Context: an optimization exercise on an open-source flow, tuned for small area, a short achievable clock period and few clock cycles. The choices shown serve that exercise and are no tape-out recipe. At most, simulation tests tie the RTL to the original design; equivalence was not proved. Only the layout flow was run in run 4; the RTL was not checked for function there. Power is estimated from default activity; no workload was simulated.

--- flow/run.sh ---
#!/bin/bash
# synth_recipe.tcl (not shown) runs the flow's synth.tcl, then flattens the netlist and writes it again
# the make line also repeats each setting of config.mk as NAME=value (left out here)
make -C /OpenROAD-flow-scripts/flow DESIGN_CONFIG=/design/flow/config.mk WORK_HOME=/design/flow/orfs CLKGATE_MAP_FILE= SYNTH_SCRIPT=/design/flow/synth_recipe.tcl finish
--- flow/config.mk ---
export PLATFORM = sky130hd
export DESIGN_NAME = trail_fade_strip_renderer_top
export DESIGN_NICKNAME = trail_fade_strip_renderer_top
export VERILOG_FILES = /design/flow/design.v
export SDC_FILE = /design/flow/constraint.sdc
export NUM_CORES = 4
export LEC_CHECK = 0
export CAP_MARGIN = 20
export CORE_MARGIN = 2
export CORE_UTILIZATION = 40
export SLEW_MARGIN = 20
--- flow/constraint.sdc ---
create_clock -name core_clock -period 7.5 [get_ports {clk}]
set_input_delay 1.5000 -clock core_clock [delete_from_list [all_inputs] [get_ports {clk}]]
set_output_delay 1.5000 -clock core_clock [all_outputs]
set_load 0.01 [all_outputs]
--- flow/design.v ---
package tfsr_pkg;
  localparam int TRAIL_LENGTH_DEF  = 64;
  localparam int STRIP_COLUMNS_DEF = 8;
  localparam int X_W      = 9;
  localparam int Y_W      = 8;
  localparam int OFFSET_W = 3;
  localparam int COLOR_W  = 16;
  localparam int SEL_W    = 2;
  localparam int LIMIT_W  = 8;
  localparam int CFG_W    = 8;
endpackage
module tfsr_store (
  input  logic          clk,
  input  logic          rst,
  input  logic          wr_en,
  input  logic [63:0]   wr_sel,
  input  logic [8:0]    wr_x,
  input  logic [7:0]    wr_y,
  input  logic [5:0]    wp,
  input  logic          full,
  input  logic [8:0]    start,
  output logic [63:0]   hits,
  output logic [575:0]  all_x,
  output logic [511:0]  all_y
);
  logic [8:0] mx [64];
  logic [7:0] my [64];
  always_ff @(posedge clk) begin
    for (int i = 0; i < 64; i++) begin
      if (wr_en && wr_sel[i]) begin
        mx[i] <= wr_x;
        my[i] <= wr_y;
      end
    end
  end
  logic [5:0] s_hi;
  logic [2:0] s_lo;
  logic [6:0] s_hi1;
  logic       s1_ok;
  always_comb begin
    s_hi  = start[8:3];
    s_lo  = start[2:0];
    s_hi1 = {1'b0, s_hi} + 7'd1;
    s1_ok = !s_hi1[6];
    for (int i = 0; i < 64; i++) begin
      logic ge;
      logic vld;
      ge  = (mx[i][2:0] >= s_lo);
      vld = full || (6'(i) < wp);
      hits[i] = vld && ((mx[i][8:3] == s_hi && ge) ||
                        (s1_ok && mx[i][8:3] == s_hi1[5:0] && !ge));
      all_x[i*9 +: 9] = mx[i];
      all_y[i*8 +: 8] = my[i];
    end
  end
endmodule
module tfsr_shade (
  input  logic [5:0]  idx,
  input  logic [5:0]  wp,
  input  logic [1:0]  color_select,
  output logic [15:0] color
);
  logic [5:0] lvl6;
  logic [4:0] lvl5;
  always_comb begin
    lvl6 = idx - wp;
    lvl5 = lvl6[5:1] - {4'b0, (lvl6[5] && !lvl6[0])};
    case (color_select)
      2'd0:    color = {lvl5, 11'b0};
      2'd1:    color = {5'b0, lvl6, 5'b0};
      2'd2:    color = {11'b0, lvl5};
      default: color = '0;
    endcase
  end
endmodule
module tfsr_emit (
  input  logic          clk,
  input  logic          rst,
  input  logic          load,
  input  logic [63:0]   load_hits,
  input  logic [5:0]    load_wp,
  input  logic [2:0]    load_lo,
  input  logic [575:0]  all_x,
  input  logic [511:0]  all_y,
  input  logic [1:0]    color_select,
  input  logic          out_ready,
  output logic [63:0]   rem,
  output logic          free,
  output logic          out_valid,
  output logic [26:0]   out_data,
  output logic          out_hit,
  output logic          out_last
);
  logic        none;
  logic [5:0]  rem_wp;
  logic [2:0]  rem_lo;
  logic        b_v;
  logic        b_hit;
  logic        b_last;
  logic [7:0]  b_y;
  logic [2:0]  b_q;
  logic [2:0]  b_lo;
  logic [5:0]  b_idx;
  logic [5:0]  b_wp;
  logic [63:0] pre [7];
  logic [63:0] below;
  logic [63:0] oh;
  logic [63:0] rest;
  logic        any;
  logic        last;
  logic [7:0]  sel_y;
  logic [2:0]  sel_q;
  logic [5:0]  sel_idx;
  logic        out_free;
  logic        b_take;
  logic        pick;
  logic [15:0] color;
  always_comb begin
    pre[0] = rem;
    for (int l = 0; l < 6; l++) begin
      for (int i = 0; i < 64; i++) begin
        if (((i >> l) & 1) == 1) begin
          pre[l+1][i] = pre[l][i] | pre[l][((i >> l) << l) - 1];
        end else begin
          pre[l+1][i] = pre[l][i];
        end
      end
    end
    below = {pre[6][62:0], 1'b0};
    oh    = rem & ~below;
    rest  = rem & ~oh;
    any   = pre[6][63];
    last  = !(|rest);
    sel_y   = '0;
    sel_q   = '0;
    sel_idx = '0;
    for (int i = 0; i < 64; i++) begin
      sel_y   = sel_y | ({8{oh[i]}} & all_y[i*8 +: 8]);
      sel_q   = sel_q | ({3{oh[i]}} & all_x[i*9 +: 3]);
      sel_idx = sel_idx | ({6{oh[i]}} & 6'(i));
    end
    out_free = !out_valid || out_ready;
    b_take   = !b_v || out_free;
    pick     = (any || none) && b_take;
    free     = (!any && !none) || (pick && (!any || last));
  end
  always_ff @(posedge clk) begin
    if (rst) begin
      rem  <= '0;
      none <= 1'b0;
    end else if (load) begin
      rem  <= load_hits;
      none <= !(|load_hits);
    end else if (pick) begin
      rem  <= rest;
      if (!any) none <= 1'b0;
    end
  end
  always_ff @(posedge clk) begin
    if (load) begin
      rem_wp <= load_wp;
      rem_lo <= load_lo;
    end
  end
  always_ff @(posedge clk) begin
    if (rst) begin
      b_v <= 1'b0;
    end else if (pick) begin
      b_v <= 1'b1;
    end else if (out_free) begin
      b_v <= 1'b0;
    end
  end
  always_ff @(posedge clk) begin
    if (pick) begin
      b_hit  <= any;
      b_last <= !any || last;
      b_y    <= sel_y;
      b_q    <= sel_q;
      b_lo   <= rem_lo;
      b_idx  <= sel_idx;
      b_wp   <= rem_wp;
    end
  end
  tfsr_shade u_shade (
    .idx          (b_idx),
    .wp           (b_wp),
    .color_select (color_select),
    .color        (color)
  );
  always_ff @(posedge clk) begin
    if (rst) begin
      out_valid <= 1'b0;
    end else if (out_free) begin
      out_valid <= b_v;
    end
  end
  always_ff @(posedge clk) begin
    if (out_free && b_v) begin
      out_hit  <= b_hit;
      out_last <= b_last;
      if (b_hit) begin
        out_data <= {color, b_y, 3'(b_q - b_lo)};
      end else begin
        out_data <= '0;
      end
    end
  end
endmodule
module trail_fade_strip_renderer_top (
  input  logic        clk,
  input  logic        rst,
  input  logic        s_tvalid,
  output logic        s_tready,
  input  logic [31:0] s_tdata,   
  input  logic        s_tuser,   
  output logic        m_tvalid,
  input  logic        m_tready,
  output logic [31:0] m_tdata,   
  output logic        m_tuser,   
  output logic        m_tlast,
  input  logic        cfg_we,
  input  logic        cfg_index,
  input  logic [7:0]  cfg_data
);
  logic [1:0]  color_select;
  logic [7:0]  repeat_limit;
  logic [5:0]  wp;
  logic        full;
  logic [8:0]  last_x;
  logic [7:0]  last_y;
  logic        last_valid;
  logic [7:0]  repeat_count;
  logic        s_rdy;
  logic        ia_v;
  logic [8:0]  ia_x;
  logic [7:0]  ia_y;
  logic        pend_v;
  logic [8:0]  pend_s;
  logic        accept;
  logic        acc_add;
  logic        acc_render;
  logic        store;
  logic [63:0] wp_dec;
  logic [63:0] hits;
  logic [575:0] all_x;
  logic [511:0] all_y;
  logic [63:0] rem;
  logic        emit_free;
  logic        load;
  logic [63:0] owed;
  logic [63:0] window;
  logic        conflict;
  logic        pend_next;
  logic [26:0] out_data;
  assign s_tready   = s_rdy;
  assign accept     = s_tvalid && s_rdy;
  assign acc_add    = accept && !s_tuser;
  assign acc_render = accept && s_tuser;
  always_comb begin
    store = !last_valid || (last_x != ia_x) || (last_y != ia_y) ||
            (repeat_count >= repeat_limit);
    for (int i = 0; i < 64; i++) begin
      wp_dec[i] = (wp == 6'(i));
    end
    load = pend_v && emit_free;
    window = wp_dec | {wp_dec[62:0], wp_dec[63]} | {wp_dec[61:0], wp_dec[63:62]};
    owed     = load ? hits : rem;
    conflict = |(owed & window);
    pend_next = (pend_v && !load) || acc_render;
  end
  always_ff @(posedge clk) begin
    if (rst) begin
      s_rdy  <= 1'b1;
      ia_v   <= 1'b0;
      pend_v <= 1'b0;
    end else begin
      s_rdy  <= !pend_next && !conflict;
      ia_v   <= acc_add;
      pend_v <= pend_next;
    end
  end
  always_ff @(posedge clk) begin
    ia_x <= s_tdata[8:0];
    ia_y <= s_tdata[16:9];
    if (acc_render) begin
      pend_s <= s_tdata[25:17];
    end
  end
  always_ff @(posedge clk) begin
    if (rst) begin
      color_select <= 2'd0;
      repeat_limit <= 8'd16;
      wp           <= '0;
      full         <= 1'b0;
      last_valid   <= 1'b0;
      repeat_count <= '0;
    end else begin
      if (cfg_we) begin
        if (cfg_index) begin
          repeat_limit <= cfg_data;
        end else begin
          color_select <= cfg_data[1:0];
        end
      end
      if (ia_v) begin
        if (store) begin
          last_valid   <= 1'b1;
          repeat_count <= '0;
          wp           <= wp + 6'd1;
          if (wp == 6'd63) full <= 1'b1;
        end else if (repeat_count != 8'hFF) begin
          repeat_count <= repeat_count + 8'd1;
        end
      end
    end
  end
  always_ff @(posedge clk) begin
    if (ia_v && store) begin
      last_x <= ia_x;
      last_y <= ia_y;
    end
  end
  tfsr_store u_store (
    .clk    (clk),
    .rst    (rst),
    .wr_en  (ia_v && store),
    .wr_sel (wp_dec),
    .wr_x   (ia_x),
    .wr_y   (ia_y),
    .wp     (wp),
    .full   (full),
    .start  (pend_s),
    .hits   (hits),
    .all_x  (all_x),
    .all_y  (all_y)
  );
  tfsr_emit u_emit (
    .clk          (clk),
    .rst          (rst),
    .load         (load),
    .load_hits    (hits),
    .load_wp      (wp),
    .load_lo      (pend_s[2:0]),
    .all_x        (all_x),
    .all_y        (all_y),
    .color_select (color_select),
    .out_ready    (m_tready),
    .rem          (rem),
    .free         (emit_free),
    .out_valid    (m_tvalid),
    .out_data     (out_data),
    .out_hit      (m_tuser),
    .out_last     (m_tlast)
  );
  assign m_tdata = {5'b0, out_data};
endmodule
==> results.txt, run 1 <==
# TYPE chip_impl_metric gauge
chip_impl_info{name="status",value="finished clean"} 1
chip_impl_metric{name="maxClockFrequency",unit="MHz"} 158.7
chip_impl_metric{name="post-route-min-period",unit="ps"} 6302
chip_impl_info{name="clock_tree_from_tritoncts",value="done"} 1
chip_impl_metric{name="placed_cell_area",unit="um2"} 66740
chip_impl_info{name="mostFrequentLayoutCell",value="edfxtp_1"} 1
chip_impl_metric{name="grt.met3_usage",unit="%"} 8.775
chip_impl_metric{name="ctsHoldBuffers",unit=""} 0
chip_impl_metric{name="detail_route.drc_violations",unit=""} 0
chip_impl_info{name="timing.critical_path.from_type",value="flip-flop"} 1
chip_impl_metric{name="design.core.area",unit="um2"} 154000
chip_impl_metric{name="drv.max_cap_violation_count",unit=""} 0
chip_impl_metric{name="die_height",unit="um"} 397.8
chip_impl_metric{name="peakVddDrop",unit="V"} 0.0002436
chip_impl_metric{name="power.static_leakage",unit="nW"} 24.49
chip_impl_metric{name="area_growth_syn_to_layout",unit="%"} 15.23
chip_impl_info{name="mostFrequentLayoutCells",value="edfxtp_1 (1180), xnor2_1 (418), xor2_1 (316)"} 1
chip_impl_metric{name="gpl.final_weighted_congestion",unit=""} 1.022
chip_impl_metric{name="detailedRoute.firstPassIterationCount",unit=""} 9
chip_impl_info{name="criticalPathCategory",value="flip-flop to flip-flop"} 1
chip_impl_metric{name="fillers",unit=""} 13720
chip_impl_metric{name="grt_max_degree",unit=""} 64
chip_impl_info{name="synthFlopType",value="edfxtp_1"} 1
chip_impl_info{name="cts-root-buf",value="clkbuf_16"} 1
chip_impl_metric{name="antenna_found_initial",unit=""} 25
chip_impl_metric{name="setup-tns-final",unit="ps"} 0
chip_impl_metric{name="ctsResizeCount",unit=""} 0
chip_impl_metric{name="yosysUniqueCellTypes",unit=""} 90
chip_impl_metric{name="setup_viol_count_final",unit=""} 0
chip_impl_metric{name="slew-limit-headroom",unit="%"} 18.89
chip_impl_metric{name="cts_post_setup_buffers_inserted",unit=""} 0
chip_impl_metric{name="maxSlewViolCount",unit=""} 0
chip_impl_metric{name="max-clock-path-buffers",unit=""} 3
chip_impl_metric{name="setup.reg_to_reg.worst_slack",unit="ps"} 1200
chip_impl_metric{name="synth_fa_ha_area_share",unit="%"} 4.463
chip_impl_metric{name="groute.layer.met2.usage",unit="%"} 46.44
chip_impl_metric{name="fin_area",unit="um2"} 71470
chip_impl_metric{name="worst-endpoint-arrival",unit="ps"} 7070
chip_impl_info{name="synth_top_family_by_area",value="simple AND/OR/NAND/NOR gates"} 1
chip_impl_metric{name="multiplexer_share_of_the_synthesized_area",unit="%"} 0.5165
chip_impl_metric{name="worstPathRequired",unit="ps"} 8260
chip_impl_info{name="netlist_top_cells_area",value="edfxtp_1 (57%), xnor2_1 (5.9%), xor2_1 (4.5%)"} 1
chip_impl_metric{name="wl_per_cell",unit="um"} 34.99
chip_impl_metric{name="synthesis.instances",unit=""} 4895
chip_impl_metric{name="iteration_0_drc_count_of_the_detailed_router",unit=""} 7155
chip_impl_metric{name="vias_in_the_first_global_route",unit=""} 42580
chip_impl_metric{name="drt_wl_total",unit="um"} 254900
chip_impl_metric{name="grt.total_usage",unit="%"} 31.81
chip_impl_metric{name="gr-usage-met1",unit="%"} 43.76
chip_impl_metric{name="place.detailed.hpwl",unit="um"} 177600
chip_impl_metric{name="ys_ff_latch",unit=""} 1293
chip_impl_metric{name="synth_top_area_share",unit="%"} 57.13
chip_impl_metric{name="hold_violations",unit=""} 0
chip_impl_metric{name="overflow",unit=""} 0
chip_impl_metric{name="xor_xnor_fraction_of_synth_area",unit="%"} 10.38
chip_impl_metric{name="fin_total_pwr",unit="mW"} 15.76
chip_impl_metric{name="worst_slew_pin_slew",unit="ps"} 1212
chip_impl_info{name="worstHoldPathType",value="flip-flop to flip-flop"} 1
chip_impl_metric{name="place_ws",unit="ps"} 1339
chip_impl_metric{name="final_critical_path_setup_slack",unit="ps"} 1198
chip_impl_metric{name="tritoncts.num_buffers",unit=""} 144
chip_impl_metric{name="synthSimpleGateAreaFrac",unit="%"} 11.18
chip_impl_info{name="grt_most_used_layer",value="met2"} 1
chip_impl_info{name="unrepaired_setup_endpoints_after_global_routing",value="false"} 1
chip_impl_metric{name="edff_count_synth",unit=""} 1180
chip_impl_metric{name="initial_core_util",unit="%"} 40.26
chip_impl_metric{name="synth_seq_area_share",unit="%"} 60.78
chip_impl_metric{name="io_buffer_count",unit=""} 71
chip_impl_metric{name="die_area",unit="um2"} 158200
chip_impl_metric{name="synth.yosys.warnings",unit=""} 7
chip_impl_info{name="setup_crit_end_kind",value="flip-flop"} 1
chip_impl_metric{name="cts.clk_slew.worst_paths",unit="ps"} 50
chip_impl_metric{name="fin_worst_skew",unit="ps"} 43.62
chip_impl_metric{name="final_layout_size_suffix_gt1_share",unit="%"} 11.60
chip_impl_metric{name="die_w",unit="um"} 397.8
chip_impl_metric{name="finalCritPeriodShare",unit="%"} 84.03
chip_impl_metric{name="cp_max_fo",unit=""} 13
chip_impl_metric{name="postSynth.asyncResetShare",unit="%"} 0
chip_impl_metric{name="synth_compound_area_share",unit="%"} 10.38
chip_impl_metric{name="worst_skew_pair.late_latency",unit="ps"} 840
chip_impl_metric{name="clkSinkCount",unit=""} 1293
chip_impl_metric{name="wire_length_of_the_first_global_routing_pass",unit="um"} 347900
chip_impl_metric{name="nets",unit=""} 5377
chip_impl_metric{name="i_o_pins",unit=""} 83
chip_impl_metric{name="dr_total_vias",unit=""} 45540
chip_impl_metric{name="syn-mean-instance-area",unit="um2"} 12.67
chip_impl_metric{name="final.hold.worst_slack",unit="ps"} 417.6
chip_impl_metric{name="avgViaCountPerCell",unit=""} 6.251
chip_impl_metric{name="synthesis.area",unit="um2"} 62020
chip_impl_metric{name="row_cnt",unit=""} 144
chip_impl_info{name="yosysTopAreaCell",value="edfxtp_1"} 1
chip_impl_metric{name="power_density",unit="nW/um2"} 220.5
chip_impl_metric{name="ctsHtreeMaxLevel",unit=""} 4
chip_impl_metric{name="drt.antenna.violating_nets",unit=""} 0
cells by family (layout without fill, tap and decap cells):
family / count (synthesis) / count (layout)
adders and majority gates: 221 / 221
AOI/OAI and AO/OA: 907 / 907
muxes: 31 / 31
and+or+nand+nor: 1339 / 1339
xor gates and xnor gates: 735 / 735
other: 1 / 13
DFF: 1293 / 1293
buffers and inverters: 368 / 702
final timing paths:
path	from	endpoint	cells past startpoint
setup / recovery	u_emit.rem[2]	s_rdy	12
hold / removal	u_emit.rem_lo[1]	u_emit.b_lo[1]	0
setup reg to reg	u_emit.rem[2]	s_rdy	12
hold reg to reg	u_emit.rem_lo[1]	u_emit.b_lo[1]	0
through the flow:
step / util, % / instances
2_1_floorplan: - / 4899
3_3_place_gp: 43.30 / 7010
3_5_place_dp: 43.33 / 7011
4_1_cts: 46.35 / 7276
5_1_grt: 46.38 / 7277
6_report: 46.39 / 7285
cells in the mapped netlist (16+ instances only):
library cell  number
edfxtp_1        1180
xnor2_1          418
xor2_1           317
nand2_1          289
nor2_1           267
a21oi_1          233
ha_1             214
clkbuf_1         196
a22oi_1          164
nand4_1          159
nand3_1          121
dfxtp_1          113
inv_1            108
nor4_1           106
nor3_1           104
o21ai_0           86
a21o_1            79
nand2b_1          79
a222oi_1          71
a221oi_1          68
buf_1             49
or4_1             36
and3_1            34
and2_1            32
a22o_1            27
or3_1             24
mux2i_1           23
nor2b_1           21
o31ai_1           21
o211ai_1          18
a2111oi_0         16
critical path: stages, from the launching register on:
cell	delay (ps)
dfxtp_1	540
nor4_2	570
nand4_1	600
or3_1	810
o31ai_1	430
nand3_1	250
or4b_1	940
o31ai_1	550
a22oi_1	220
a2111oi_2	590
nand4_1	240
o41ai_2	310
buf_4	180
per-layer routing:
| metal | vias to the layer above | wire [um] |
|---|---|---|
| li1 | 19100 | - |
| met1 | 22910 | 103100 |
| met2 | 2970 | 109000 |
| met3 | 553 | 29770 |
| met4 | 10 | 12930 |
| met5 | - | 73 |
registers in the layout, summed over array words and instances, names as in the netlist, 9 cells and up:
name / flops
u_emit.out_data: 27
last_x: 9
pend_s: 9
u_store.mx: 576
u_store.my: 512
u_emit.rem: 64
ia_x: 9
where the power goes:
group          total [mW]  switching (mW)  leakage [nW]  internal (mW)
Clock                7.03            3.08          2.27           3.95
Combinational       0.804           0.548          10.7          0.256
Sequential           7.93          0.0493          11.5           7.88
cell type report:
class	instances	area, um2	share of cell area, %
timing repair buffer	326	2746	3.843
multi-input combinational	3238	23320	32.63
sequential	1293	37730	52.80
antenna	8	20.02	0.02801
inverter	111	420.4	0.5883
clock buffer	178	3864	5.406
tap	2044	2557	3.579
clock inverter	87	803.3	1.124
Testbench counts, summed over its fixed seeds: cycles 10,780.
==> run 2, diff against run 1 <==
--- a/flow/design.v
+++ b/flow/design.v
@@ -231,60 +231,86 @@
   logic [7:0]  last_y;
   logic        last_valid;
   logic [7:0]  repeat_count;
-  logic        s_rdy;
-  logic        ia_v;
-  logic [8:0]  ia_x;
-  logic [7:0]  ia_y;
-  logic        pend_v;
-  logic [8:0]  pend_s;
+  logic        rdy_render;
+  logic        i_v;
+  logic        i_r;
+  logic [25:0] i_d;
+  logic        nxt_v;
+  logic [63:0] nxt;
+  logic [5:0]  nxt_wp;
+  logic [2:0]  nxt_lo;
   logic        accept;
   logic        acc_add;
   logic        acc_render;
+  logic        i_add;
+  logic        i_render;
   logic        store;
+  logic        stall;
+  logic        commit;
   logic [63:0] wp_dec;
   logic [63:0] hits;
   logic [575:0] all_x;
   logic [511:0] all_y;
   logic [63:0] rem;
+  logic [63:0] owed;
+  logic [63:0] owed_next;
   logic        emit_free;
   logic        load;
-  logic [63:0] owed;
-  logic [63:0] window;
-  logic        conflict;
-  logic        pend_next;
+  logic [63:0] load_vec;
+  logic [5:0]  load_wp;
+  logic [2:0]  load_lo;
+  logic        nxt_v_next;
+  logic        add_next;
+  logic        stall_next;
   logic [26:0] out_data;
-  assign s_tready   = s_rdy;
-  assign accept     = s_tvalid && s_rdy;
+  assign s_tready   = s_tuser ? rdy_render : !stall;
+  assign accept     = s_tvalid && s_tready;
   assign acc_add    = accept && !s_tuser;
   assign acc_render = accept && s_tuser;
   always_comb begin
-    store = !last_valid || (last_x != ia_x) || (last_y != ia_y) ||
+    i_add    = i_v && !i_r;
+    i_render = i_v && i_r;
+    store = !last_valid || (last_x != i_d[8:0]) || (last_y != i_d[16:9]) ||
             (repeat_count >= repeat_limit);
     for (int i = 0; i < 64; i++) begin
       wp_dec[i] = (wp == 6'(i));
     end
-    load = pend_v && emit_free;
-    window = wp_dec | {wp_dec[62:0], wp_dec[63]} | {wp_dec[61:0], wp_dec[63:62]};
-    owed     = load ? hits : rem;
-    conflict = |(owed & window);
-    pend_next = (pend_v && !load) || acc_render;
+    owed   = rem | (nxt_v ? nxt : '0);
+    commit = i_add && !stall;
+    load     = emit_free && (nxt_v || i_render);
+    load_vec = nxt_v ? nxt : hits;
+    load_wp  = nxt_v ? nxt_wp : wp;
+    load_lo  = nxt_v ? nxt_lo : i_d[19:17];
+    nxt_v_next = (nxt_v && !emit_free) || (i_render && !(emit_free && !nxt_v));
+    owed_next  = owed | (i_render ? hits : '0);
+    add_next   = acc_add || stall;
+    stall_next = add_next &&
+                 |(owed_next & (wp_dec | {wp_dec[62:0], wp_dec[63]}));
   end
   always_ff @(posedge clk) begin
     if (rst) begin
-      s_rdy  <= 1'b1;
-      ia_v   <= 1'b0;
-      pend_v <= 1'b0;
+      stall      <= 1'b0;
+      rdy_render <= 1'b1;
+      i_v        <= 1'b0;
+      nxt_v      <= 1'b0;
     end else begin
-      s_rdy  <= !pend_next && !conflict;
-      ia_v   <= acc_add;
-      pend_v <= pend_next;
+      stall      <= stall_next;
+      rdy_render <= !stall_next && !nxt_v_next && !acc_render;
+      if (!stall) begin
+        i_v <= accept;
+      end
+      nxt_v <= nxt_v_next;
     end
   end
   always_ff @(posedge clk) begin
-    ia_x <= s_tdata[8:0];
-    ia_y <= s_tdata[16:9];
-    if (acc_render) begin
-      pend_s <= s_tdata[25:17];
+    if (!stall) begin
+      i_r <= s_tuser;
+      i_d <= s_tdata[25:0];
+    end
+    if (i_render && !(emit_free && !nxt_v)) begin
+      nxt    <= hits;
+      nxt_wp <= wp;
+      nxt_lo <= i_d[19:17];
     end
   end
   always_ff @(posedge clk) begin
@@ -303,7 +329,7 @@
           color_select <= cfg_data[1:0];
         end
       end
-      if (ia_v) begin
+      if (commit) begin
         if (store) begin
           last_valid   <= 1'b1;
           repeat_count <= '0;
@@ -316,21 +342,21 @@
     end
   end
   always_ff @(posedge clk) begin
-    if (ia_v && store) begin
-      last_x <= ia_x;
-      last_y <= ia_y;
+    if (commit && store) begin
+      last_x <= i_d[8:0];
+      last_y <= i_d[16:9];
     end
   end
   tfsr_store u_store (
     .clk    (clk),
     .rst    (rst),
-    .wr_en  (ia_v && store),
+    .wr_en  (commit && store),
     .wr_sel (wp_dec),
-    .wr_x   (ia_x),
-    .wr_y   (ia_y),
+    .wr_x   (i_d[8:0]),
+    .wr_y   (i_d[16:9]),
     .wp     (wp),
     .full   (full),
-    .start  (pend_s),
+    .start  (i_d[25:17]),
     .hits   (hits),
     .all_x  (all_x),
     .all_y  (all_y)
@@ -339,9 +365,9 @@
     .clk          (clk),
     .rst          (rst),
     .load         (load),
-    .load_hits    (hits),
-    .load_wp      (wp),
-    .load_lo      (pend_s[2:0]),
+    .load_hits    (load_vec),
+    .load_wp      (load_wp),
+    .load_lo      (load_lo),
     .all_x        (all_x),
     .all_y        (all_y),
     .color_select (color_select),
--- a/flow/config.mk
+++ b/flow/config.mk
@@ -5,7 +5,9 @@
 export SDC_FILE = /design/flow/constraint.sdc
 export NUM_CORES = 4
 export LEC_CHECK = 0
+export ABC_CLOCK_PERIOD_IN_PS = 4000
 export CAP_MARGIN = 20
 export CORE_MARGIN = 2
 export CORE_UTILIZATION = 40
+export SETUP_SLACK_MARGIN = 3.0
 export SLEW_MARGIN = 20
==> run 2 against run 1 <==
Effect of this change:
- area after synthesis rose by 8.0%
- synthesized cell count grew 10%
- still clean on timing, DRC and antenna
- final area rose by 8.3%
- fmax rose by 38%
==> results.txt, run 2 <==
# TYPE chip_impl_metric gauge
chip_impl_info{name="status",value="finished clean"} 1
chip_impl_metric{name="post-route-min-period",unit="ps"} 4572
chip_impl_metric{name="initial_core_util",unit="%"} 40.15
chip_impl_metric{name="row_cnt",unit=""} 150
chip_impl_metric{name="die_height",unit="um"} 413.3
chip_impl_metric{name="iteration_0_drc_count_of_the_detailed_router",unit=""} 7919
chip_impl_metric{name="worst-endpoint-arrival",unit="ps"} 5010
chip_impl_metric{name="clkSinkCount",unit=""} 1368
chip_impl_metric{name="critical-path-max-stage-delay",unit="ps"} 940
chip_impl_info{name="clock_tree_from_tritoncts",value="done"} 1
chip_impl_info{name="netlist_top_cells_area",value="edfxtp_1 (57%), xnor2_1 (5.2%), ha_1 (4.0%)"} 1
chip_impl_metric{name="synthesis.area",unit="um2"} 66990
chip_impl_info{name="unrepaired_setup_endpoints_after_global_routing",value="true"} 1
chip_impl_info{name="mostFrequentLayoutCells",value="edfxtp_1 (1271), xnor2_1 (394), nand2_1 (339)"} 1
chip_impl_metric{name="clock_power_share",unit="%"} 44.4
chip_impl_metric{name="final_layout_size_suffix_gt1_share",unit="%"} 13.01
chip_impl_metric{name="vias_in_the_first_global_route",unit=""} 46900
chip_impl_info{name="post-synth-top-count-cell",value="edfxtp_1"} 1
chip_impl_info{name="yosysTopAreaCell",value="edfxtp_1"} 1
chip_impl_metric{name="ctsHtreeMaxLevel",unit=""} 4
chip_impl_metric{name="path_buf_inv",unit=""} 0
chip_impl_metric{name="fillers",unit=""} 14870
chip_impl_metric{name="synth.yosys.warnings",unit=""} 7
chip_impl_metric{name="area_growth_syn_to_layout",unit="%"} 15.56
chip_impl_metric{name="nets",unit=""} 5898
chip_impl_metric{name="final_critical_path_setup_slack",unit="ps"} 2928
chip_impl_metric{name="hold_violations",unit=""} 0
chip_impl_metric{name="setup-tns-final",unit="ps"} 0
chip_impl_metric{name="slew-limit-headroom",unit="%"} 14.71
chip_impl_info{name="setup_crit_end_kind",value="flip-flop"} 1
chip_impl_metric{name="die_area",unit="um2"} 170800
chip_impl_metric{name="grt.total_usage",unit="%"} 33.16
chip_impl_info{name="synth_top_cells_by_count",value="edfxtp_1 (1271), xnor2_1 (395), nand2_1 (346), nor2_1 (305), xor2_1 (283)"} 1
chip_impl_metric{name="fin_worst_skew",unit="ps"} 38.42
chip_impl_metric{name="setup_viol_count_final",unit=""} 0
chip_impl_metric{name="avgViaCountPerCell",unit=""} 6.399
chip_impl_metric{name="syn-mean-instance-area",unit="um2"} 12.42
chip_impl_info{name="top_register",value="u_store.mx"} 1
chip_impl_metric{name="drv.max_cap_violation_count",unit=""} 0
chip_impl_metric{name="drt.antenna.violating_nets",unit=""} 0
chip_impl_metric{name="postSynth.asyncResetShare",unit="%"} 0
chip_impl_metric{name="p_sw",unit="mW"} 3.926
chip_impl_metric{name="wl_per_cell",unit="um"} 36.14
chip_impl_metric{name="design.core.area",unit="um2"} 166800
chip_impl_metric{name="maxSlewViolCount",unit=""} 0
chip_impl_metric{name="cts.clk_slew.worst_paths",unit="ps"} 60
chip_impl_metric{name="finalCritPeriodShare",unit="%"} 60.96
chip_impl_info{name="worstHoldPathType",value="flip-flop to flip-flop"} 1
chip_impl_metric{name="drt_wl_total",unit="um"} 288100
chip_impl_metric{name="netSwitchingFraction",unit="%"} 23.37
chip_impl_metric{name="share_comb_of_total_power",unit="%"} 5.8
chip_impl_metric{name="place_ws",unit="ps"} 1969
chip_impl_metric{name="detail_route.drc_violations",unit=""} 0
chip_impl_metric{name="fin_total_pwr",unit="mW"} 16.80
chip_impl_metric{name="p_int",unit="mW"} 12.87
chip_impl_metric{name="io_buffer_count",unit=""} 71
chip_impl_metric{name="antenna_found_initial",unit=""} 25
chip_impl_metric{name="peakVddDrop",unit="V"} 0.0001878
chip_impl_metric{name="cp_max_fo",unit=""} 13
chip_impl_metric{name="worstPathRequired",unit="ps"} 7940
chip_impl_metric{name="dr_total_vias",unit=""} 51020
chip_impl_info{name="cts-root-buf",value="clkbuf_16"} 1
chip_impl_info{name="timing.critical_path.cells",value="nor4_4, nand3_4, nor2_1, and2_1, a222oi_1, nand4_1, a2111oi_1, nand4_1"} 1
chip_impl_metric{name="synth_top_area_share",unit="%"} 56.97
chip_impl_metric{name="grt_max_degree",unit=""} 67
chip_impl_metric{name="power_density",unit="nW/um2"} 217.0
chip_impl_metric{name="synthesis.instances",unit=""} 5396
chip_impl_metric{name="yosysUniqueCellTypes",unit=""} 99
chip_impl_info{name="synthFlopType",value="edfxtp_1"} 1
chip_impl_metric{name="place.detailed.hpwl",unit="um"} 202100
chip_impl_metric{name="power.static_leakage",unit="nW"} 26.37
chip_impl_metric{name="gpl.final_weighted_congestion",unit=""} 1.040
chip_impl_metric{name="seq_power_share",unit="%"} 49.8
chip_impl_info{name="cpLargestDelayFamily",value="simple AND/OR/NAND/NOR gates"} 1
chip_impl_info{name="mostFrequentLayoutCell",value="edfxtp_1"} 1
chip_impl_info{name="timing.critical_path.from_type",value="flip-flop"} 1
chip_impl_metric{name="die_w",unit="um"} 413.3
chip_impl_info{name="criticalPathCategory",value="flip-flop to flip-flop"} 1
chip_impl_info{name="cpMaxStageDelayCell",value="a222oi_1"} 1
chip_impl_metric{name="detailedRoute.firstPassIterationCount",unit=""} 8
chip_impl_metric{name="wire_length_of_the_first_global_routing_pass",unit="um"} 389400
chip_impl_metric{name="i_o_pins",unit=""} 83
chip_impl_metric{name="ctsHoldBuffers",unit=""} 0
chip_impl_info{name="top_regs",value="u_store.mx (576), u_store.my (512)"} 1
chip_impl_metric{name="worst_skew_pair.late_latency",unit="ps"} 830
chip_impl_metric{name="tritoncts.num_buffers",unit=""} 150
chip_impl_metric{name="maxClockFrequency",unit="MHz"} 218.7
chip_impl_metric{name="ys_ff_latch",unit=""} 1368
chip_impl_metric{name="largest_register_ffs",unit=""} 576
chip_impl_metric{name="overflow",unit=""} 0
chip_impl_metric{name="edff_count_synth",unit=""} 1271
chip_impl_metric{name="synth_seq_area_share",unit="%"} 59.87
chip_impl_info{name="worst_path_most_repeated_cell",value="nand4_1"} 1
chip_impl_metric{name="max-clock-path-buffers",unit=""} 3
chip_impl_metric{name="worst_slew_pin_slew",unit="ps"} 1266
run 2: cell count changes in the layout (fill, tap and decap cells not counted), sizes merged, moves of 36 or more:
cell,previous run,this run
buf,256,304
a21oi,234,270
o21ai,88,142
nor2,267,306
nand4,159,123
edfxtp,1180,1271
nand2,289,348
inv,114,156
run 2: metrics by stage:
step	hold slack, ps	cells	util (%)	cell area (um2)
final	418.3	7972	46.40	77420
after global routing	429.1	7964	46.39	77400
after CTS	418.2	7955	46.24	77150
after detailed placement	404.5	7657	43.05	71820
after global placement	401.6	7655	43.01	71760
after floorplan	400.3	5400	-	67020
run 2: power by group through the flow:
stage | clock [mW] | combinational [mW] | sequential (mW)
2_1_floorplan | 0 | 0.498 | 8.57
3_3_place_gp | 0 | 0.905 | 8.54
3_5_place_dp | 0 | 0.923 | 8.54
4_1_cts | 7.52 | 0.946 | 8.37
5_1_grt | 7.82 | 1.01 | 8.37
6_report | 7.46 | 0.972 | 8.37
run 2: kinds of logic after synthesis:
logic type,Yosys count,share of synthesized area (%)
AOI/OAI and AO/OA,1092,11.40
xor gates and xnor gates,682,8.981
adders and majority gates,218,4.086
buffers and inverters,442,2.762
DFF,1368,59.87
muxes,51,0.8180
other,1,0.005597
and+or+nand+nor,1542,12.08
run 2: final timing paths:
kind | from | to | slack, ps | depth (start not counted)
max | u_emit.rem[6] | u_emit.b_y[3] | 2930 | 8
min | u_emit.rem_wp[2] | u_emit.b_wp[2] | 420 | 0
max reg2reg | u_emit.rem[6] | u_emit.b_y[3] | 2930 | 8
min reg2reg | u_emit.rem_wp[2] | u_emit.b_wp[2] | 420 | 0
run 2: cell type report:
cell class	count	area, um2	area share, %
sequential	1368	40120	51.82
tap	2204	2758	3.562
clock buffer	180	3940	5.089
timing repair inverter	2	17.52	0.02263
antenna	10	25.02	0.03232
timing repair buffer	375	3202	4.136
inverter	147	580.6	0.7499
clock inverter	95	915.9	1.183
multi-input combinational	3591	25860	33.41
run 2: layer usage:
| layer | wire length, um | up-vias | GRT usage [%] | share of wire (%) |
|---|---|---|---|---|
| li1 | - | 21150 | - | - |
| met1 | 110700 | 25700 | 44.36 | 38 |
| met2 | 124800 | 3422 | 49.35 | 43 |
| met3 | 33790 | 724 | 8.157 | 12 |
| met4 | 18650 | 20 | 18.38 | 6.5 |
| met5 | 127 | - | 0 | 0.044 |
run 2: what timing repair did:
item,4_1_cts,5_1_grt
setup buffers,23,3
pin swaps,11,8
hold endpoints to repair,0,0
endpoints found under the setup margin,1036,857
gates resized for setup,55,40
gates cloned,0,3
Testbench counts of run 2, summed over its fixed seeds: cycles 10,190.
==> run 3, diff against run 2 <==
--- a/flow/config.mk
+++ b/flow/config.mk
@@ -5,9 +5,9 @@
 export SDC_FILE = /design/flow/constraint.sdc
 export NUM_CORES = 4
 export LEC_CHECK = 0
-export ABC_CLOCK_PERIOD_IN_PS = 4000
+export ABC_CLOCK_PERIOD_IN_PS = 3000
 export CAP_MARGIN = 20
 export CORE_MARGIN = 2
 export CORE_UTILIZATION = 40
-export SETUP_SLACK_MARGIN = 3.0
+export SETUP_SLACK_MARGIN = 4.0
 export SLEW_MARGIN = 20
==> run 3 against run 2 <==
Effect of this change:
- first-iteration DRC count increased by 17%
- final area increased by 9.1%
- cell count increased by 3.9%
- sequential power about the same
- critical path type unchanged
- critical endpoint is now u_emit.b_q[0]
==> results.txt, run 3 <==
# TYPE chip_impl_metric gauge
chip_impl_info{name="status",value="finished clean"} 1
chip_impl_metric{name="overflow",unit=""} 0
chip_impl_metric{name="nets",unit=""} 6214
chip_impl_metric{name="share_comb_of_total_power",unit="%"} 7.2
chip_impl_metric{name="die_w",unit="um"} 413.3
chip_impl_metric{name="setup-tns-final",unit="ps"} 0
chip_impl_metric{name="drv.max_cap_violation_count",unit=""} 0
chip_impl_info{name="top_register",value="u_store.mx"} 1
chip_impl_metric{name="postSynth.asyncResetShare",unit="%"} 0
chip_impl_metric{name="hold_violations",unit=""} 0
chip_impl_info{name="unrepaired_setup_endpoints_after_global_routing",value="true"} 1
chip_impl_info{name="mostFrequentLayoutCell",value="edfxtp_1"} 1
chip_impl_metric{name="peakVddDrop",unit="V"} 0.0002115
chip_impl_metric{name="iteration_0_drc_count_of_the_detailed_router",unit=""} 9237
chip_impl_metric{name="cts.clk_slew.worst_paths",unit="ps"} 60
chip_impl_metric{name="worst_skew_pair.late_latency",unit="ps"} 850
chip_impl_metric{name="synthesis.area",unit="um2"} 66990
chip_impl_info{name="synthFlopType",value="edfxtp_1"} 1
chip_impl_metric{name="die_height",unit="um"} 413.3
chip_impl_metric{name="synth_top_area_share",unit="%"} 56.97
chip_impl_metric{name="synth.yosys.warnings",unit=""} 7
chip_impl_metric{name="post-route-min-period",unit="ps"} 3920
chip_impl_metric{name="largest_register_ffs",unit=""} 576
chip_impl_info{name="worstHoldPathType",value="flip-flop to flip-flop"} 1
chip_impl_metric{name="drt.antenna.violating_nets",unit=""} 0
chip_impl_metric{name="place.detailed.hpwl",unit="um"} 200800
chip_impl_metric{name="finalCritPeriodShare",unit="%"} 52.26
chip_impl_metric{name="synth_seq_area_share",unit="%"} 59.87
chip_impl_info{name="top_regs",value="u_store.mx (576), u_store.my (512)"} 1
chip_impl_metric{name="fin_worst_skew",unit="ps"} 35.84
chip_impl_metric{name="io_buffer_count",unit=""} 71
chip_impl_metric{name="p_sw",unit="mW"} 4.085
chip_impl_metric{name="max-clock-path-buffers",unit=""} 3
chip_impl_info{name="timing.critical_path.from_type",value="flip-flop"} 1
chip_impl_metric{name="clock_power_share",unit="%"} 44.0
chip_impl_metric{name="power.static_leakage",unit="nW"} 29.51
chip_impl_metric{name="syn-mean-instance-area",unit="um2"} 12.42
chip_impl_metric{name="ctsHtreeMaxLevel",unit=""} 4
chip_impl_metric{name="final_layout_size_suffix_gt1_share",unit="%"} 23.61
chip_impl_metric{name="gpl.final_weighted_congestion",unit=""} 1.016
chip_impl_metric{name="final.hold.worst_slack",unit="ps"} 419.1
chip_impl_metric{name="area_growth_syn_to_layout",unit="%"} 26.12
chip_impl_metric{name="vias_in_the_first_global_route",unit=""} 49030
chip_impl_metric{name="ys_ff_latch",unit=""} 1368
chip_impl_metric{name="power_density",unit="nW/um2"} 202.5
chip_impl_metric{name="maxSlewViolCount",unit=""} 0
chip_impl_metric{name="setup_viol_count_final",unit=""} 0
chip_impl_metric{name="initial_core_util",unit="%"} 40.15
chip_impl_metric{name="avgViaCountPerCell",unit=""} 6.487
chip_impl_info{name="mostFrequentLayoutCells",value="edfxtp_1 (1271), buf_4 (398), xnor2_1 (393)"} 1
chip_impl_metric{name="edff_count_synth",unit=""} 1271
chip_impl_metric{name="worstPathRequired",unit="ps"} 8020
chip_impl_metric{name="row_cnt",unit=""} 150
chip_impl_info{name="setup_crit_end_kind",value="flip-flop"} 1
chip_impl_metric{name="yosysUniqueCellTypes",unit=""} 99
chip_impl_info{name="cts-root-buf",value="clkbuf_16"} 1
chip_impl_info{name="yosysTopAreaCell",value="edfxtp_1"} 1
chip_impl_info{name="netlist_top_cells_area",value="edfxtp_1 (57%), xnor2_1 (5.2%), ha_1 (4.0%)"} 1
chip_impl_info{name="post-synth-top-count-cell",value="edfxtp_1"} 1
chip_impl_metric{name="die_area",unit="um2"} 170800
chip_impl_metric{name="detail_route.drc_violations",unit=""} 0
chip_impl_metric{name="seq_power_share",unit="%"} 48.8
chip_impl_metric{name="worst_slew_pin_slew",unit="ps"} 1206
chip_impl_info{name="synth_top_cells_by_count",value="edfxtp_1 (1271), xnor2_1 (395), nand2_1 (346), nor2_1 (305), xor2_1 (283)"} 1
chip_impl_metric{name="design.core.area",unit="um2"} 166800
chip_impl_metric{name="grt.total_usage",unit="%"} 35.60
chip_impl_metric{name="wire_length_of_the_first_global_routing_pass",unit="um"} 415100
chip_impl_metric{name="p_int",unit="mW"} 13.03
chip_impl_metric{name="maxClockFrequency",unit="MHz"} 255.1
chip_impl_metric{name="dr_total_vias",unit=""} 53750
chip_impl_metric{name="worst-endpoint-arrival",unit="ps"} 4440
chip_impl_metric{name="detailedRoute.firstPassIterationCount",unit=""} 6
chip_impl_metric{name="netSwitchingFraction",unit="%"} 23.87
chip_impl_metric{name="clkSinkCount",unit=""} 1368
chip_impl_metric{name="drt_wl_total",unit="um"} 312600
chip_impl_metric{name="ctsHoldBuffers",unit=""} 0
chip_impl_info{name="criticalPathCategory",value="flip-flop to flip-flop"} 1
chip_impl_metric{name="tritoncts.num_buffers",unit=""} 151
chip_impl_metric{name="cp_max_fo",unit=""} 13
chip_impl_metric{name="i_o_pins",unit=""} 83
chip_impl_metric{name="slew-limit-headroom",unit="%"} 19.59
chip_impl_metric{name="antenna_found_initial",unit=""} 28
chip_impl_info{name="clock_tree_from_tritoncts",value="done"} 1
chip_impl_metric{name="grt_max_degree",unit=""} 116
chip_impl_metric{name="wl_per_cell",unit="um"} 37.73
chip_impl_metric{name="synthesis.instances",unit=""} 5396
## run 3: cell counts after synthesis
Identical to the previous run, type by type.
## run 3: cells by family (layout without fill, tap and decap cells)
family | after synthesis | count (layout) | synth area share (%)
compound gates | 1092 | 1092 | 11.40
flops | 1368 | 1368 | 59.87
other cells | 1 | 17 | 0.005597
fa+ha+maj | 218 | 218 | 4.086
buf+inv | 442 | 1108 | 2.762
simple gates | 1542 | 1546 | 12.08
mux | 51 | 51 | 0.8180
xor+xnor | 682 | 682 | 8.981
## run 3: critical path: stages, from the launching register on
cell and delay [ps]:
dfxtp_2 420, nor4_4 90, buf_4 160, nand3_2 200, nor4_2 100, buf_6 190
a222oi_1 690, nand2_1 180, a221oi_4 320, nand4_1 550, a211oi_2 460, nand3_1 210
## run 3: what timing repair did
| action | in CTS | in global routing |
|---|---|---|
| buffers inserted | 199 | 113 |
| resized for setup | 622 | 254 |
| gates cloned | 38 | 8 |
| setup endpoints to repair | 1243 | 834 |
| pin swaps | 121 | 129 |
## run 3: final cells by class
class,count,area [um2]
repair inverters,5,61.31
flip-flops and latches,1368,40220
multi-input cells,3594,28270
fillers,14140,82350
clock inverters,84,885.9
well taps,2204,2758
inverters,147,611.8
clock buffers,188,4000
repair buffers,684,7664
diodes,12,30.03
## run 3: power by group through the flow
stage | sequential [mW] | combinational [mW] | clock (mW)
after floorplan | 8.57 | 0.502 | 0
final | 8.35 | 1.22 | 7.54
after detailed placement | 8.52 | 0.943 | 0
after global routing | 8.35 | 1.25 | 7.84
after global placement | 8.52 | 0.928 | 0
after CTS | 8.36 | 1.15 | 7.56
## run 3: path summary, 6_finish.rpt
kind                    start  depth (start not counted)        endpoint  slack (ps)
max            u_emit.rem[15]                         11   u_emit.b_q[0]        3580
min          u_emit.rem_wp[5]                          0  u_emit.b_wp[5]         420
max reg2reg    u_emit.rem[15]                         11   u_emit.b_q[0]        3580
min reg2reg  u_emit.rem_wp[5]                          0  u_emit.b_wp[5]         420
## run 3: routing by layer
| layer | vias to the layer above | routed length (um) | GRT usage (%) |
|---|---|---|---|
| li1 | 21790 | - | - |
| met1 | 26860 | 113500 | 45.98 |
| met2 | 4107 | 132400 | 51.60 |
| met3 | 981 | 41740 | 10.43 |
| met4 | 10 | 24890 | 24.07 |
| met5 | - | 67 | 0 |
## run 3: per-stage QoR
stage / util [%] / std cells / power, mW / area (um2) / setup slack (ps)
finish: 50.64 / 8286 / 17.11 / 84490 / 3580
global route: 50.63 / 8278 / 17.44 / 84470 / 3610
CTS: 49.30 / 8152 / 17.07 / 82250 / 3690
detailed placement: 43.13 / 7643 / 9.468 / 71960 / 1976
global placement: 43.12 / 7643 / 9.451 / 71940 / 2028
floorplan: - / 5400 / 9.073 / 67380 / 3721
==> run 4, diff against run 3 <==
--- a/flow/design.v
+++ b/flow/design.v
@@ -234,6 +234,13 @@
   logic        rdy_render;
   logic        i_v;
   logic        i_r;
+  logic        st;
+  logic        st_next;
+  logic        upd;
+  logic [8:0]  cur_x;
+  logic [7:0]  cur_y;
+  logic        cur_valid;
+  logic        cur_sat;
   logic [25:0] i_d;
   logic        nxt_v;
   logic [63:0] nxt;
@@ -270,8 +277,19 @@
   always_comb begin
     i_add    = i_v && !i_r;
     i_render = i_v && i_r;
-    store = !last_valid || (last_x != i_d[8:0]) || (last_y != i_d[16:9]) ||
-            (repeat_count >= repeat_limit);
+    store = st;
+    upd       = i_add && !stall;
+    cur_x     = (upd && st) ? i_d[8:0] : last_x;
+    cur_y     = (upd && st) ? i_d[16:9] : last_y;
+    cur_valid = last_valid || (upd && st);
+    if (upd && st) begin
+      cur_sat = (repeat_limit == 8'd0);
+    end else if (upd) begin
+      cur_sat = (repeat_count == 8'hFF) || (repeat_count + 8'd1 >= repeat_limit);
+    end else begin
+      cur_sat = (repeat_count >= repeat_limit);
+    end
+    st_next = !cur_valid || (cur_x != s_tdata[8:0]) || (cur_y != s_tdata[16:9]) || cur_sat;
     for (int i = 0; i < 64; i++) begin
       wp_dec[i] = (wp == 6'(i));
     end
@@ -304,6 +322,7 @@
   end
   always_ff @(posedge clk) begin
     if (!stall) begin
+      st  <= st_next;
       i_r <= s_tuser;
       i_d <= s_tdata[25:0];
     end
--- a/flow/config.mk
+++ b/flow/config.mk
@@ -11,3 +11,4 @@
 export CORE_UTILIZATION = 40
 export SETUP_SLACK_MARGIN = 4.0
 export SLEW_MARGIN = 20
+export TNS_END_PERCENT = 5
==> run 4 against run 3 <==
Effect of this change:
- area after synthesis increased by 0.90%
- largest cell class unchanged
- cell count fell by 2.0%
- sequential power about the same
- clock-buffer cell count grew 8
- die area grew 0.89%
- sequential share of layout area rose by 2.2 points
- clock skew rose by 22 ps
- flip-flop and latch count grew 1
- synthesized cell count is 2.4% higher
- non-clock buffer count down 259
- critical path depth did not move
- power down 2.4%
==> results.txt, run 4 <==
# TYPE chip_impl_metric gauge
chip_impl_metric{name="detail_route.drc_violations",unit=""} 0
chip_impl_metric{name="die_area",unit="um2"} 172300
chip_impl_info{name="criticalPathCategory",value="flip-flop to flip-flop"} 1
chip_impl_metric{name="maxClockFrequency",unit="MHz"} 237.4
chip_impl_metric{name="clkSinkCount",unit=""} 1369
chip_impl_metric{name="placed_cell_area",unit="um2"} 71950
chip_impl_metric{name="postSynth.asyncResetShare",unit="%"} 0
chip_impl_metric{name="vias_in_the_first_global_route",unit=""} 47920
chip_impl_metric{name="final_layout_size_suffix_gt1_share",unit="%"} 16.32
chip_impl_metric{name="peakVddDrop",unit="V"} 0.0002240
chip_impl_metric{name="placedCellCount",unit=""} 7704
chip_impl_metric{name="setup_viol_count_final",unit=""} 0
chip_impl_metric{name="power_density",unit="nW/um2"} 207.8
chip_impl_info{name="post-synth-top-count-cell",value="edfxtp_1"} 1
chip_impl_metric{name="fin_util",unit="%"} 47.95
chip_impl_metric{name="ys_ff_latch",unit=""} 1369
chip_impl_info{name="status",value="finished clean"} 1
chip_impl_metric{name="synth_seq_area_share",unit="%"} 59.13
chip_impl_info{name="worstHoldPathType",value="flip-flop to flip-flop"} 1
chip_impl_metric{name="io_buffer_count",unit=""} 71
chip_impl_metric{name="drt.antenna.violating_nets",unit=""} 0
chip_impl_info{name="timing.critical_path.cells",value="buf_12, nor4_4, nand4_4, buf_4, nor3_2, buf_4, a22oi_1, nand4_1, a221oi_2, and4_1, nand4_1"} 1
chip_impl_metric{name="antenna_found_initial",unit=""} 30
chip_impl_metric{name="post-route-min-period",unit="ps"} 4213
chip_impl_metric{name="tritoncts.num_buffers",unit=""} 150
chip_impl_metric{name="cp_max_fo",unit=""} 11
chip_impl_metric{name="syn-mean-instance-area",unit="um2"} 12.23
chip_impl_metric{name="grt.total_usage",unit="%"} 31.86
chip_impl_info{name="cpMaxStageDelayCell",value="nor3_2"} 1
chip_impl_metric{name="iteration_0_drc_count_of_the_detailed_router",unit=""} 7834
chip_impl_metric{name="overflow",unit=""} 0
chip_impl_metric{name="area_growth_syn_to_layout",unit="%"} 18.89
chip_impl_metric{name="ctsHtreeMaxLevel",unit=""} 4
chip_impl_metric{name="row_cnt",unit=""} 150
chip_impl_info{name="yosysTopAreaCell",value="edfxtp_1"} 1
chip_impl_metric{name="worstPathRequired",unit="ps"} 8080
chip_impl_info{name="synth_top_cells_by_count",value="edfxtp_1 (1255), nand2_1 (404), xor2_1 (357), nor2_1 (326), xnor2_1 (297)"} 1
chip_impl_info{name="netlist_top_cells_area",value="edfxtp_1 (56%), xor2_1 (4.6%), ha_1 (4.1%)"} 1
chip_impl_info{name="setup_crit_end_kind",value="flip-flop"} 1
chip_impl_info{name="timing.critical_path.from_type",value="flip-flop"} 1
chip_impl_metric{name="critical-path-max-stage-delay",unit="ps"} 970
chip_impl_metric{name="fin_area",unit="um2"} 80370
chip_impl_info{name="cts-root-buf",value="clkbuf_16"} 1
chip_impl_metric{name="wire_length_of_the_first_global_routing_pass",unit="um"} 383400
chip_impl_metric{name="die_height",unit="um"} 415.1
chip_impl_metric{name="cts.clk_slew.worst_paths",unit="ps"} 60
chip_impl_info{name="top_regs",value="u_store.mx (576), u_store.my (512)"} 1
chip_impl_info{name="mostFrequentLayoutCell",value="edfxtp_1"} 1
chip_impl_metric{name="wl_per_cell",unit="um"} 34.75
chip_impl_metric{name="slew-limit-headroom",unit="%"} 15.33
chip_impl_metric{name="final.hold.worst_slack",unit="ps"} 415.4
chip_impl_metric{name="maxSlewViolCount",unit=""} 0
chip_impl_metric{name="drv.max_cap_violation_count",unit=""} 0
chip_impl_metric{name="finalCritPeriodShare",unit="%"} 56.17
chip_impl_metric{name="hold_violations",unit=""} 0
chip_impl_metric{name="largest_register_ffs",unit=""} 576
chip_impl_metric{name="gpl.final_weighted_congestion",unit=""} 1.064
chip_impl_metric{name="setup-tns-final",unit="ps"} 0
chip_impl_metric{name="grt_max_degree",unit=""} 85
chip_impl_metric{name="dr_total_vias",unit=""} 51290
chip_impl_metric{name="worst_slew_pin_slew",unit="ps"} 1263
chip_impl_info{name="clock_tree_from_tritoncts",value="done"} 1
chip_impl_info{name="mostFrequentLayoutCells",value="edfxtp_1 (1255), nand2_1 (394), xor2_1 (356)"} 1
chip_impl_metric{name="initial_core_util",unit="%"} 40.33
chip_impl_metric{name="max-clock-path-buffers",unit=""} 3
chip_impl_metric{name="drt_wl_total",unit="um"} 282300
chip_impl_metric{name="i_o_pins",unit=""} 83
chip_impl_info{name="top_register",value="u_store.mx"} 1
chip_impl_metric{name="synthesis.area",unit="um2"} 67600
chip_impl_metric{name="path_buf_inv",unit=""} 3
chip_impl_metric{name="power.static_leakage",unit="nW"} 27.95
chip_impl_metric{name="worst-endpoint-arrival",unit="ps"} 4790
chip_impl_metric{name="yosysUniqueCellTypes",unit=""} 98
chip_impl_metric{name="design.core.area",unit="um2"} 167600
chip_impl_metric{name="detailedRoute.firstPassIterationCount",unit=""} 7
chip_impl_metric{name="synth.yosys.warnings",unit=""} 7
chip_impl_metric{name="edff_count_synth",unit=""} 1255
chip_impl_metric{name="worst_skew_pair.late_latency",unit="ps"} 840
chip_impl_metric{name="fin_worst_skew",unit="ps"} 57.86
chip_impl_metric{name="ctsHoldBuffers",unit=""} 0
chip_impl_metric{name="nets",unit=""} 6066
chip_impl_metric{name="instances_no_fill",unit=""} 8123
chip_impl_metric{name="synthesis.instances",unit=""} 5526
chip_impl_info{name="cpLargestDelayFamily",value="simple AND/OR/NAND/NOR gates"} 1
chip_impl_metric{name="avgViaCountPerCell",unit=""} 6.314
chip_impl_info{name="unrepaired_setup_endpoints_after_global_routing",value="true"} 1
chip_impl_info{name="synthFlopType",value="edfxtp_1"} 1
chip_impl_metric{name="place.detailed.hpwl",unit="um"} 188800
chip_impl_metric{name="die_w",unit="um"} 415.1
chip_impl_metric{name="synth_top_area_share",unit="%"} 55.75
-- run 4: cell types whose count changed after synthesis, moves of 20 or more --
cell / change
clkbuf_1: +21
nand2_1: +58
nand2b_1: +20
nor2_1: +21
nor3_1: -32
o32ai_1: +22
xnor2_1: -98
xor2_1: +74
-- run 4: layout make-up --
class	count	area, um2
fillers	14710	87230
flip-flops and latches	1369	40000
multi-input cells	3709	27960
repair buffers	425	4343
clock buffers	196	3990
well taps	2204	2758
clock inverters	74	744.5
inverters	140	549.3
diodes	6	15.01
-- run 4: logic make-up (layout without fill, tap and decap cells) --
| logic type | after synthesis | count (layout) | synth area share (%) |
|---|---|---|---|
| AND/OR/NAND/NOR | 1620 | 1622 | 12.54 |
| adder cells (fa/ha/maj) | 226 | 226 | 4.198 |
| XOR/XNOR | 656 | 656 | 8.533 |
| buffers and inverters | 455 | 835 | 2.749 |
| multiplexers | 58 | 58 | 0.9070 |
| flip-flops | 1369 | 1369 | 59.13 |
| other | 1 | 11 | 0.005548 |
| AO/OA/AOI/OAI | 1141 | 1142 | 11.94 |
-- run 4: timing repair --
item / in CTS / in global routing
gates resized for setup: 309 / 124
gates cloned: 12 / 4
pin swaps: 76 / 54
setup endpoints to repair: 993 / 1141
buffers inserted: 95 / 31
-- run 4: final timing paths --
kind / from / endpoint / slack, ps / depth (start not counted)
max: u_emit.rem[1] / u_emit.b_q[1] / 3290 / 11
min: u_emit.rem_wp[4] / u_emit.b_wp[4] / 420 / 0
max reg2reg: u_emit.rem[1] / u_emit.b_q[1] / 3290 / 11
min reg2reg: u_emit.rem_wp[4] / u_emit.b_wp[4] / 420 / 0
-- run 4: metal layers --
metal	GRT usage, %	wire, um	up-vias
met5	0	53	-
met4	17.69	18290	8
met3	7.127	31030	709
met2	48.44	124500	3247
met1	42.17	108400	25690
li1	-	-	21640
-- run 4: stage by stage --
step / power [mW] / setup WS, ps
after global placement: 9.469 / 1831
final: 16.70 / 3287
after floorplan: 9.119 / 3503
after detailed placement: 9.486 / 1891
after CTS: 16.70 / 3489
after global routing: 17.09 / 3367
-- run 4: power breakdown --
group,switching [mW],internal [mW]
registers,0.0261,8.35
logic,0.734,0.380
clock network,3.20,4.01
total,3.96,12.7

-- re-timing with driven ports --
The flow's constraints put no driver on any port. The routed layouts listed below were extracted and timed again, unchanged, in two steps.
Step 1 (the two cells are an assumption about what drives the block):
set clk [get_ports {clk}]
set_driving_cell -lib_cell sky130_fd_sc_hd__clkbuf_16 $clk
set_driving_cell -lib_cell sky130_fd_sc_hd__buf_2 [delete_from_list [all_inputs] $clk]
Step 2, shift: input delay + t, output delay - t, t = (earliest + latest rising clock arrival at the registers) / 2. This alone moves slack from input paths to output paths.
Three values: no drivers, after step 1, after step 2; two values: the first two.
run | shift t [ns] | setup WS [ns] | worst register clock-pin slew, ns | worst slew at a driven data input, ns | pins driven straight from the clock port
run 1 | 0.903 | 1.198 / 1.198 / 1.198 | 0.07 / 0.07 | 0.04 | 1
run 2 | 0.896 | 2.928 / 2.928 / 2.325 | 0.07 / 0.07 | 0.17 | 1
run 3 | 0.907 | 3.580 / 3.580 / 3.449 | 0.07 / 0.07 | 0.14 | 1
run 4 | 0.896 | 3.287 / 3.287 / 3.287 | 0.06 / 0.06 | 0.07 | 1
After both steps every run listed still meets setup and hold. The setup slack of run 2, which loses most, moves by 0.000 ns with the drivers and by -0.603 ns with both steps.
